Context: an optimization exercise on an open-source flow, tuned for small area. The choices shown serve that exercise and are no tape-out recipe.
Function was checked by simulation only, so behaviour that the tests miss may differ from the original. The clock port is modelled as an ideal driver; clocking choices that lean on that would not hold on a real chip.

// nvme_host_slave
module nvme_host_slave #(
  parameter int NUM_QUEUES = 2,
  parameter int SQ_DEPTH   = 16,
  parameter int TX_ADDR_BITS = $clog2(NUM_QUEUES * SQ_DEPTH * 4),
  parameter int RX_ADDR_BITS = $clog2(NUM_QUEUES * SQ_DEPTH) + 1
) (
  input  logic                      axi_aclk,
  input  logic                      axi_aresetn,
  input  logic [host_addr_bits-1:0] awaddr,
  input  logic                      awvalid,
  output logic                      awready,
  input  logic [31:0]               wdata,
  input  logic [3:0]                wstrb,
  input  logic                      wvalid,
  output logic                      wready,
  output logic [1:0]                bresp,
  output logic                      bvalid,
  input  logic                      bready,
  input  logic [host_addr_bits-1:0] araddr,
  input  logic                      arvalid,
  output logic                      arready,
  output logic [31:0]               rdata,
  output logic [1:0]                rresp,
  output logic                      rvalid,
  input  logic                      rready,
  output logic [3:0]                tx_write,
  output logic [TX_ADDR_BITS-1:0]   tx_waddr,
  output logic [127:0]              tx_wdata,
  input  logic                      rx_write_valid,
  input  logic [RX_ADDR_BITS-1:0]   rx_waddr,
  input  logic [127:0]              rx_wdata,
  output logic                      pcie_write,
  output logic [31:0]               pcie_waddr,
  output logic [31:0]               pcie_wdata,
  input  logic                      pcie_wdone
);
Size in the first run: about 1200 cells after synthesis, ~450 flip-flops, about 440 I/O pins, ~18000 um^2 of cells after synthesis.
==> flow/config.mk <==
export PLATFORM = sky130hd
export DESIGN_NAME = nvme_host_slave
export DESIGN_NICKNAME = nvme_host_slave
export VERILOG_FILES = /design/flow/design.v
export SDC_FILE = /design/flow/constraint.sdc
export NUM_CORES = 4
export LEC_CHECK = 0
export CAP_MARGIN = 20
export CORE_MARGIN = 2
export CORE_UTILIZATION = 60
export CTS_BUF_LIST = sky130_fd_sc_hd__clkbuf_16
export CTS_CLUSTER_DIAMETER = 80
export CTS_CLUSTER_SIZE = 28
export SLEW_MARGIN = 20
==> flow/constraint.sdc <==
create_clock -name core_clock -period 8.0 [get_ports {axi_aclk}]
set_input_delay 1.6000 -clock core_clock [delete_from_list [all_inputs] [get_ports {axi_aclk}]]
set_output_delay 1.6000 -clock core_clock [all_outputs]
set_load 0.01 [all_outputs]
standard.sh (not shown) runs the stock make flow with config.mk's settings and CLKGATE_MAP_FILE= SYNTH_SCRIPT=/design/flow/synth_recipe.tcl, a recipe that flattens the netlist after the stock synthesis.
==> flow/flow/run.sh <==
#!/bin/bash
# Layout of the design with three changes to the standard flow:
#  - synthesis maps logic with an area-oriented ABC script (flow/synth_area.tcl);
#  - ports are buffered with sky130_fd_sc_hd__buf_1;
#  - clock tree synthesis inserts no dummy loads and uses larger sink clusters.
# All tool output goes to standard.log here and to ORFS's logs under orfs/logs.
set -euo pipefail
export FLOW_WORK="$(pwd)"
export AREA_ABC_SCRIPT="$FLOW_WORK/flow/abc_area.script"
export BUFFER_PORTS_ARGS="-buffer_cell sky130_fd_sc_hd__buf_1"
export CTS_ARGS="-sink_clustering_enable -repair_clock_nets -dont_use_dummy_load -sink_clustering_size 32 -sink_clustering_max_diameter 90 -buf_list sky130_fd_sc_hd__clkbuf_16"
sed "s#SYNTH_SCRIPT=[^ ]*#SYNTH_SCRIPT=$FLOW_WORK/flow/synth_area.tcl#" standard.sh > standard_area.sh
bash standard_area.sh > standard.log 2>&1
==> flow/flow/abc_area.script <==
strash
&get -n
&st
&synch2
&dch -f
&nf -a
&put
topo
stime -c
==> flow/flow/synth_area.tcl <==
# The standard flow's synthesis script, with ABC's technology mapping run from an area-oriented
# script (flow/abc_area.script) instead of ORFS's speed script. Registers are mapped
# before ABC runs, so they are the same as in the standard synthesis.
proc abc {args} {
  set i [lsearch -exact $args -script]
  if {$i >= 0} { lset args [expr {$i + 1}] $::env(AREA_ABC_SCRIPT) }
  yosys abc {*}$args
}
source $::env(FLOW_WORK)/synth_recipe.tcl
Change:
--- a/flow/design.v
+++ b/flow/design.v
@@ -115,19 +115,20 @@
   logic [31:0] dptr_lo, dptr_hi, lba_lo, lba_hi, nlb_q, command;
   assign ctrl_hi = ~ctrl_hi_n;
   assign eof_q   = ~eof_n;
   assign dptr_lo = ~dptr_lo_n;
   assign dptr_hi = ~dptr_hi_n;
   assign lba_lo  = ~lba_lo_n;
   assign lba_hi  = ~lba_hi_n;
   assign nlb_q   = ~nlb_n;
   assign command = ~command_n;
-  logic [7:0]  seq   [16];
+  logic [7:0]  ring [4][4];
+  logic [1:0]  phase;
   logic        seq_clr;     
   logic        pend;
   logic        bw, t0, t1, t2, t3;
   logic [3:0]  tail [2];
   logic [3:0]  head [2];
   logic [3:0]  cqh  [2];
   logic [3:0]  db_req;
   logic        db_wait;
   logic [1:0]  sel;
@@ -251,45 +252,55 @@
   assign s_lhi   = t2 | (rv & (ra == R_LHI));
   assign s_nlb   = t3 | (rv & (ra == R_NLB));
   assign x_lo    = (dptr_lo & {32{s_dlo}}) | (lba_lo & {32{s_llo}});
   assign x_hi    = (dptr_hi & {32{s_dhi}}) | (lba_hi & {32{s_lhi}});
   assign x_nlb   = nlb_q & {32{s_nlb}};
   assign rdata = x_lo | x_hi | x_nlb | (command & {32{rs_cmd}}) |
                  ({ctrl_hi, 1'b0, eof_q} & {32{rs_ctrl}}) |
                  ({26'd0, &lvl_snap[7:4], &lvl_snap[3:0], 3'd0, overflow} & {32{rs_stat}}) |
                  ({20'd0, lvl_snap[7:4], 4'd0, lvl_snap[3:0]} & {32{rs_lvl}});
+  logic       busy;
+  logic [1:0] slot;
   logic [7:0] seq_cur;
-  assign seq_cur = seq[a_code];
+  logic [7:0] seq_d;
+  assign busy    = t0 | t1 | t2 | t3;
+  assign slot    = a_code[3:2] + phase;
+  assign seq_cur = ring[a_code[1:0]][slot];
+  assign seq_d   = (seq_cur + 8'd1) & {8{~seq_clr}};
   always_ff @(posedge axi_aclk or negedge axi_aresetn) begin
     if (!axi_aresetn) begin
       bw      <= 1'b0;
       t0      <= 1'b0;
       t1      <= 1'b0;
       t2      <= 1'b0;
       t3      <= 1'b0;
+      phase   <= 2'd0;
       seq_clr <= 1'b1;
     end else begin
       bw      <= cmd_go;
       t0      <= bw;
       t1      <= t0;
       t2      <= t1;
       t3      <= t2;
-      seq_clr <= 1'b0;
+      phase   <= phase + 2'd1;
+      if (phase == 2'd3) seq_clr <= 1'b0;
     end
   end
-  logic [7:0] seq_d;
-  assign seq_d = (seq_cur + 8'd1) & {8{~seq_clr}};
   always_ff @(posedge axi_aclk) begin
-    for (int i = 0; i < 16; i++) begin
-      if (seq_clr || (t0 && a_code == 4'(i))) seq[i] <= seq_d;
+    for (int r = 0; r < 4; r++) begin
+      if (seq_clr || (busy && a_code[1:0] == 2'(r) && slot == 2'd3)) ring[r][0] <= seq_d;
+      else                                                           ring[r][0] <= ring[r][3];
+      ring[r][1] <= ring[r][0];
+      ring[r][2] <= ring[r][1];
+      ring[r][3] <= ring[r][2];
     end
   end
-  assign tx_write = {4{t0 | t1 | t2 | t3}};
+  assign tx_write = {4{busy}};
   assign tx_waddr = {cmd_q, tail[cmd_q], t2 | t3, t1 | t3};
   assign tx_wdata = {x_hi, x_lo, 32'd0,
                      {seq_cur, a_code, 3'b000, cmd_q} & {16{t0}},
                      x_nlb[15:0] | {14'd0, t0 & ~command[0], t0 & command[0]}};
   logic       cqe_hit;
   logic       cqe_q;
   logic [3:0] db_done;
   assign cqe_hit = rx_write_valid & ~rx_waddr[RX_ADDR_BITS-1];
   assign cqe_q   = rx_wdata[cqe_cid_lsb];
Clock-buffer cell count does not change.
Cell count shrinks by 0.42%.
Global-route usage rose by 0.14 points.
Setup slack gets better by 230 ps.
Worst hold slack degrades by 26 ps.
Die area came out lower by 6.2%.
Final area drops by 6.3%.

## what the ideal ports hide
The flow's constraints put no driver on any port. The routed layouts listed below were extracted and timed again, unchanged, in two steps.
Step 1 assumes that a clkbuf_16 drives the clock port and a buf_2 every other input.
Step 2, shift: input delay + t, output delay - t, t = (earliest + latest rising clock arrival at the registers) / 2. This alone moves slack from input paths to output paths.
Slacks: ideal / step 1 / step 2; pairs: ideal / step 1.
run | t (ns) | setup slack, ns | worst setup path after step 2 | latest minus earliest clock arrival (ns) | cell pins on the clock port's net
the first run | 0.559 | 2.388 / 2.336 / 2.895 | register to output | 0.054 / 0.055 | 1
the second run | 0.564 | 2.620 / 2.569 / 3.133 | register to output | 0.052 / 0.052 | 1
After both steps every run listed still meets setup and hold.
